Context: an optimization exercise on an open-source flow, tuned for small area, a short achievable clock period and few clock cycles per item. The choices shown serve that exercise and are no tape-out recipe.
Function was checked by simulation only, so behaviour that the tests miss may differ from the original.
Power and IR drop assume default switching activity.

**design/flow/config.mk**
```make
export PLATFORM = sky130hd
export DESIGN_NAME = mem_system_ctrl
export DESIGN_NICKNAME = mem_system_ctrl
export VERILOG_FILES = /design/flow/design.v
export SDC_FILE = /design/flow/constraint.sdc
export NUM_CORES = 4
export LEC_CHECK = 0
export CAP_MARGIN = 20
export CORE_MARGIN = 2
export CORE_UTILIZATION = 40
export SLEW_MARGIN = 20
```
**design/flow/design.v**
```verilog
module mem_system_ctrl #(
  parameter int          DATA_WIDTH = 32,
  parameter int          ROM_DEPTH  = 64,
  parameter int          RAM_DEPTH  = 64,
  parameter logic [31:0] TEXT_BASE  = 32'h0040_0000,
  parameter logic [31:0] DATA_BASE  = 32'h1001_0000,
  parameter int          ROM_WAIT   = 0,
  parameter int          RAM_WAIT   = 1,
  parameter              ROM_FILE   = "text.dat"
) (
  input  logic                  clk,
  input  logic                  reset,
  input  logic                  req_i,
  input  logic                  we_i,
  input  logic [1:0]            size_i,
  input  logic                  sext_i,
  input  logic [DATA_WIDTH-1:0] addr_i,
  input  logic [DATA_WIDTH-1:0] wdata_i,
  output logic                  busy_o,
  output logic                  valid_o,
  output logic [DATA_WIDTH-1:0] rdata_o,
  output logic [1:0]            fault_o
);
  localparam logic [1:0] S_IDLE   = 2'd0;
  localparam logic [1:0] S_WAIT   = 2'd1;
  localparam logic [1:0] S_ACCESS = 2'd2;
  localparam logic [1:0] S_RESP   = 2'd3;
  localparam int RAM_AW = (RAM_DEPTH > 1) ? $clog2(RAM_DEPTH) : 1;
  localparam int ROM_AW = (ROM_DEPTH > 1) ? $clog2(ROM_DEPTH) : 1;
  localparam int IDX_W  = (RAM_AW > ROM_AW) ? RAM_AW : ROM_AW;
  localparam logic [31:0] RAM_BYTES = 32'(4 * RAM_DEPTH);
  localparam logic [31:0] ROM_BYTES = 32'(4 * ROM_DEPTH);
  localparam logic [1:0] F_OK       = 2'b00;
  localparam logic [1:0] F_MISALIGN = 2'b01;
  localparam logic [1:0] F_UNMAPPED = 2'b10;
  localparam logic [1:0] F_ROMSTORE = 2'b11;
  function automatic logic [31:0] rom_word(input logic [31:0] idx);
    if (ROM_FILE == "") rom_word = 32'h0;
    else                rom_word = 32'h2008_0000 + (idx << 16) + (idx << 2) + 32'd1;
  endfunction
  logic [1:0]       r_state;
  logic [3:0]       r_cnt;
  logic             r_we;
  logic [1:0]       r_size;
  logic             r_sext;
  logic [1:0]       r_lane;
  logic             r_is_ram;
  logic [IDX_W-1:0] r_index;
  logic [31:0]      r_wdata;
  logic [31:0]      r_rdata;
  logic [1:0]       r_fault;
  logic [31:0]      r_ram [RAM_DEPTH];
  logic [31:0]      w_ram_off;
  logic [31:0]      w_rom_off;
  logic             w_ram_hit;
  logic             w_rom_hit;
  logic             w_misalign;
  logic [1:0]       w_fault;
  logic [IDX_W-1:0] w_index;
  logic [3:0]       w_wait;
  assign w_ram_off  = addr_i - DATA_BASE;
  assign w_rom_off  = addr_i - TEXT_BASE;
  assign w_ram_hit  = (addr_i >= DATA_BASE) && (w_ram_off < RAM_BYTES);
  assign w_rom_hit  = (addr_i >= TEXT_BASE) && (w_rom_off < ROM_BYTES);
  assign w_misalign = ((size_i == 2'b01) && addr_i[0]) || (size_i[1] && (addr_i[1:0] != 2'b00));
  assign w_index    = w_ram_hit ? w_ram_off[IDX_W+1:2] : w_rom_off[IDX_W+1:2];
  assign w_wait     = w_ram_hit ? 4'(RAM_WAIT) : 4'(ROM_WAIT);
  always_comb begin
    w_fault = F_OK;
    if (w_misalign)                   w_fault = F_MISALIGN;
    else if (!w_ram_hit && !w_rom_hit) w_fault = F_UNMAPPED;
    else if (w_rom_hit && we_i)       w_fault = F_ROMSTORE;
  end
  logic [31:0] w_word;
  logic [7:0]  w_byte;
  logic [15:0] w_half;
  logic [31:0] w_load;
  logic [3:0]  w_be;
  logic [31:0] w_wd;
  always_comb begin
    w_word = r_is_ram ? r_ram[r_index[RAM_AW-1:0]] : rom_word(32'(r_index));
    w_byte = w_word[{r_lane, 3'b000} +: 8];
    w_half = r_lane[1] ? w_word[31:16] : w_word[15:0];
    case (r_size)
      2'b00:   w_load = {{24{r_sext & w_byte[7]}}, w_byte};
      2'b01:   w_load = {{16{r_sext & w_half[15]}}, w_half};
      default: w_load = w_word;
    endcase
  end
  always_comb begin
    case (r_size)
      2'b00: begin
        w_be = 4'b0001 << r_lane;
        w_wd = {4{r_wdata[7:0]}};
      end
      2'b01: begin
        w_be = r_lane[1] ? 4'b1100 : 4'b0011;
        w_wd = {2{r_wdata[15:0]}};
      end
      default: begin
        w_be = 4'b1111;
        w_wd = r_wdata;
      end
    endcase
  end
  always_ff @(posedge clk) begin
    if (!reset) begin
      r_state  <= S_IDLE;
      r_cnt    <= 4'd0;
      r_we     <= 1'b0;
      r_size   <= 2'b00;
      r_sext   <= 1'b0;
      r_lane   <= 2'b00;
      r_is_ram <= 1'b0;
      r_index  <= '0;
      r_wdata  <= 32'h0;
      r_rdata  <= 32'h0;
      r_fault  <= F_OK;
    end else begin
      case (r_state)
        S_IDLE: begin
          if (req_i) begin
            r_we     <= we_i;
            r_size   <= size_i;
            r_sext   <= sext_i;
            r_lane   <= addr_i[1:0];
            r_is_ram <= w_ram_hit;
            r_index  <= w_index;
            r_wdata  <= wdata_i;
            if (w_fault != F_OK) begin
              r_rdata <= 32'h0;
              r_fault <= w_fault;
              r_state <= S_RESP;
            end else if (w_wait == 4'd0) begin
              r_state <= S_ACCESS;
            end else begin
              r_cnt   <= w_wait;
              r_state <= S_WAIT;
            end
          end
        end
        S_WAIT: begin
          r_cnt <= r_cnt - 4'd1;
          if (r_cnt == 4'd1) r_state <= S_ACCESS;
        end
        S_ACCESS: begin
          r_rdata <= r_we ? 32'h0 : w_load;
          r_fault <= F_OK;
          r_state <= S_RESP;
        end
        default: r_state <= S_IDLE;
      endcase
    end
  end
  always_ff @(posedge clk) begin
    if (reset && (r_state == S_ACCESS) && r_we && r_is_ram) begin
      for (int b = 0; b < 4; b++) begin
        if (w_be[b]) r_ram[r_index[RAM_AW-1:0]][8*b +: 8] <= w_wd[8*b +: 8];
      end
    end
  end
  assign busy_o  = (r_state != S_IDLE);
  assign valid_o = (r_state == S_RESP);
  assign rdata_o = r_rdata;
  assign fault_o = r_fault;
endmodule
```
**design/flow/run.sh**
```bash
#!/bin/bash
# synth_recipe.tcl (not shown) runs the flow's synth.tcl, then flattens the netlist and writes it again
# the make line also repeats each setting of config.mk as NAME=value (left out here)
make -C /OpenROAD-flow-scripts/flow DESIGN_CONFIG=/design/flow/config.mk WORK_HOME=/design/flow/orfs CLKGATE_MAP_FILE= SYNTH_SCRIPT=/design/flow/synth_recipe.tcl finish
```
**design/flow/constraint.sdc**
```tcl
create_clock -name core_clock -period 5.0 [get_ports {clk}]
set_input_delay 1.0000 -clock core_clock [delete_from_list [all_inputs] [get_ports {clk}]]
set_output_delay 1.0000 -clock core_clock [all_outputs]
set_load 0.01 [all_outputs]
```
==> flow_summary.ini <==
[status]
status = timing/DRC/antenna clean

[worst_setup_path]
critical_path_required_ns = 5.73
arrival_ns = 4.96
cp_max_fo = 23
critPathLaunchType = register
r2r.worst_path.cells = 10
worstSetupPathType = reg2reg
timing.critical_path.to_type = register

[synth]
most_area_hungry_cell_type_in_the_yosys_netlist = sky130_fd_sc_hd__edfxtp_1
syn_avg_cell_area_um2 = 19.5
yosys_top_cell_area_share = 0.726
ys_ff_latch = 2139
seq_area_frac_synth = 0.747
synth-compound-area-share = 0.0349
synthesized_area_fraction_occupied_by_xor_and_xnor_cells = 0.000103
yosys_warnings = 1
synth_cell_types = 86
async_reset_ff_frac = 0
synth_enable_flop_cells = 2048
postSynth.topFlopCell = sky130_fd_sc_hd__edfxtp_1
synth.mux.area_fraction = 0.153
postSynthNetCount = 4416
synth.cell_area_mm2 = 0.0847
synth_top_cells_by_count = sky130_fd_sc_hd__edfxtp_1 (2048), sky130_fd_sc_hd__mux4_2 (479), sky130_fd_sc_hd__nor2_1 (326)
synth-simple-area-share = 0.0426
synthesized_netlist_cell_count = 4337
synthMostInstantiatedCell = sky130_fd_sc_hd__edfxtp_1
synth_fa_ha_area_frac = 0.00118
synth_top_family_by_area = multiplexers
leading_post_synthesis_cells_by_cell_area = sky130_fd_sc_hd__edfxtp_1 (73%), sky130_fd_sc_hd__mux4_2 (13%), sky130_fd_sc_hd__dfxtp_1 (2.1%)

[sta]
final.min_clock_period_ns = 4.23
fin_crit_sh = 0.846
clock.fmax_mhz = 236
clock_skew_ns = 0.0514
report.final.slew_viol_count = 0
setup_viol = 0
rsz0062_at_grt = false
max-slew-margin-rel = 0.113
total_negative_setup_slacks_ns = 0
worst_pin_slew_ns = 1.32
timing_hold_violations_final = 0

[route]
avgRoutedWirePerCell_um = 34.8
drt_iter0_markers = 6779
wirelength_um = 271000
antenna_left = 0
detail_route.vias_per_cell = 6.02
via_count = 47000
drc = 0
dr.pass1.iters = 8

[floorplan]
floorplan.core_area_mm2 = 0.210
num_io_pins = 107
die_footprint_mm2 = 0.216
standard_cell_row_count = 168
die_h_um = 464
initial_utilization = 0.404
die_w_um = 464

[placement]
port_buffers = 106
dp_hpwl_um = 182000
dpl-instance-area_mm2 = 0.0912
place_congestion = 0.962

[grt]
grt_pass1_wl_um = 371000
grt_use_total = 0.248
grt_start_max_net_pins = 68
grt_overflow = 0
grt_pass1_vias = 45500
antenna_found_initial = 14

[layout]
area_delta_synth_final_pct = 16.1
final_nets = 4891
drive_gt1_frac = 0.255
finish.instance_area_mm2 = 0.0984

[clocking]
ctsHoldBuffers = 0
tritoncts.num_buffers = 212
post_cts.repair.setup_buffers = 0
clock_tree.buffer_depth = 3
clk_latency_ns = 0.88
cts_tree = built
cts_htree_levels = 4
number_of_clock_sinks = 2139
clk_root_buffer_cell = sky130_fd_sc_hd__clkbuf_16
cts_resized = 0
clk_pin_slew_ns = 0.06

[min_path]
hold_class = reg2reg
worst_hold_path.num_cells = 2

[flow_run]
number_of_maximum_capacitance_violations = 0

[power_and_ir_drop]
p_per_area_mw_per_mm2 = 444
static_leakage_power_uw = 0.0310
power.ir.vdd_worst_v = 0.000397
## placed cells by master (no fill, tap or decap), drive strengths merged, types with 27 or more instances in the layout
cell type / count
o21ai: 50
dfxtp: 91
clkinv: 99
clkdlybuf4s50: 106
bufinv: 27
nand3: 46
nor2: 326
mux4: 509
inv: 27
buf: 413
mux2i: 112
edfxtp: 2048
a22oi: 78
nand2: 308
a21oi: 99
clkbuf: 256
## through the flow
step                setup WS, ns  std cells  power, µW  utilization  hold slack, ns
floorplan                  0.470       4337      24800            -           0.433
CTS                        0.843       7795      43700        0.468           0.455
global route               0.745       7801      44700        0.468           0.472
detailed placement         0.594       7400      27700        0.434           0.447
finish                     0.769       7810      43700        0.468           0.455
global placement           0.598       7398      27600        0.434           0.441
## cells by family (layout without fill, tap and decap cells)
kind of cell | after synthesis | in the layout
flops | 2139 | 2139
simple gates | 835 | 835
mux | 647 | 647
compound gates | 429 | 429
buf+inv | 278 | 934
fa+ha+maj | 8 | 8
xor+xnor | 1 | 1
other cells | 0 | 12
## worst max-delay path: stages (launching register included)
cell and delay [ns]:
sky130_fd_sc_hd__dfxtp_4 0.83, sky130_fd_sc_hd__buf_12 0.32, sky130_fd_sc_hd__buf_4 0.28, sky130_fd_sc_hd__nor2b_1 0.58, sky130_fd_sc_hd__a22oi_1 0.16, sky130_fd_sc_hd__nand3_1 0.14
sky130_fd_sc_hd__nand4_1 0.40, sky130_fd_sc_hd__nor3_1 0.46, sky130_fd_sc_hd__a211oi_1 0.16, sky130_fd_sc_hd__o2111a_2 0.45, sky130_fd_sc_hd__o21a_1 0.23
## layer usage
metal / track usage / part of all wire / vias to the layer above
li1: - / - / 18700
met1: 0.336 / 0.39 / 25000
met2: 0.379 / 0.46 / 2707
met3: 0.0602 / 0.10 / 517
met4: 0.114 / 0.050 / 12
met5: 0.00201 / 0.0011 / -
## report_power, final
part	switching (µW)	internal, µW	leakage [µW]
Combinational	4490	2220	0.00798
Clock	6900	9280	0.00341
Sequential	297	20500	0.0196
## flip-flops by register name, indices dropped and copies added, names as in the netlist, 4 cells and up, named ones only
name	count
r_ram	2048
r_wdata	32
r_index	6
r_cnt	4
r_rdata	32
## final timing paths
path	from	slack, ns	endpoint
max	register	0.77	r_rdata[28]$_SDFFE_PN0P_
min	r_wdata[17]$_SDFFE_PN0P_	0.45	r_wdata[17]$_SDFFE_PN0P_
max reg2reg	register	0.77	r_rdata[28]$_SDFFE_PN0P_
min reg2reg	r_wdata[17]$_SDFFE_PN0P_	0.45	r_wdata[17]$_SDFFE_PN0P_
## cell type report
type,instances,area (µm²)
inverter,20,77.6
sequential,2139,63400
timing repair buffer,519,4540
antenna,12,30.0
clock inverter,139,1490
clock buffer,256,5530
multi-input combinational,1920,19800
tap,2805,3510
fill,17300,112000
Testbench counts, summed over its fixed seeds: cycles 43,333, items 12,000.

port drivers added, routing unchanged:
How much do the figures lean on ideal ports? The routed layout below was timed once more, with nothing changed but the port constraints. Step 1 sets driving cells, clkbuf_16 on the clock port and buf_2 on the other inputs (assumed; they add their load-dependent delay and slew). Step 2, shift: input delay + t, output delay - t, t = (earliest + latest rising clock arrival at the registers) / 2. This alone moves slack from input paths to output paths. Three values: ideal, step 1, step 2; two values: the first two.
t (ns): 0.944
setup slack, ns: 0.769 / 0.769 / 0.435
worst slew at a driven data input, ns: 0.10
After both steps this run still meets setup and hold. For this run, drivers alone change the setup slack by 0.000 ns; drivers and shift together by -0.334 ns.
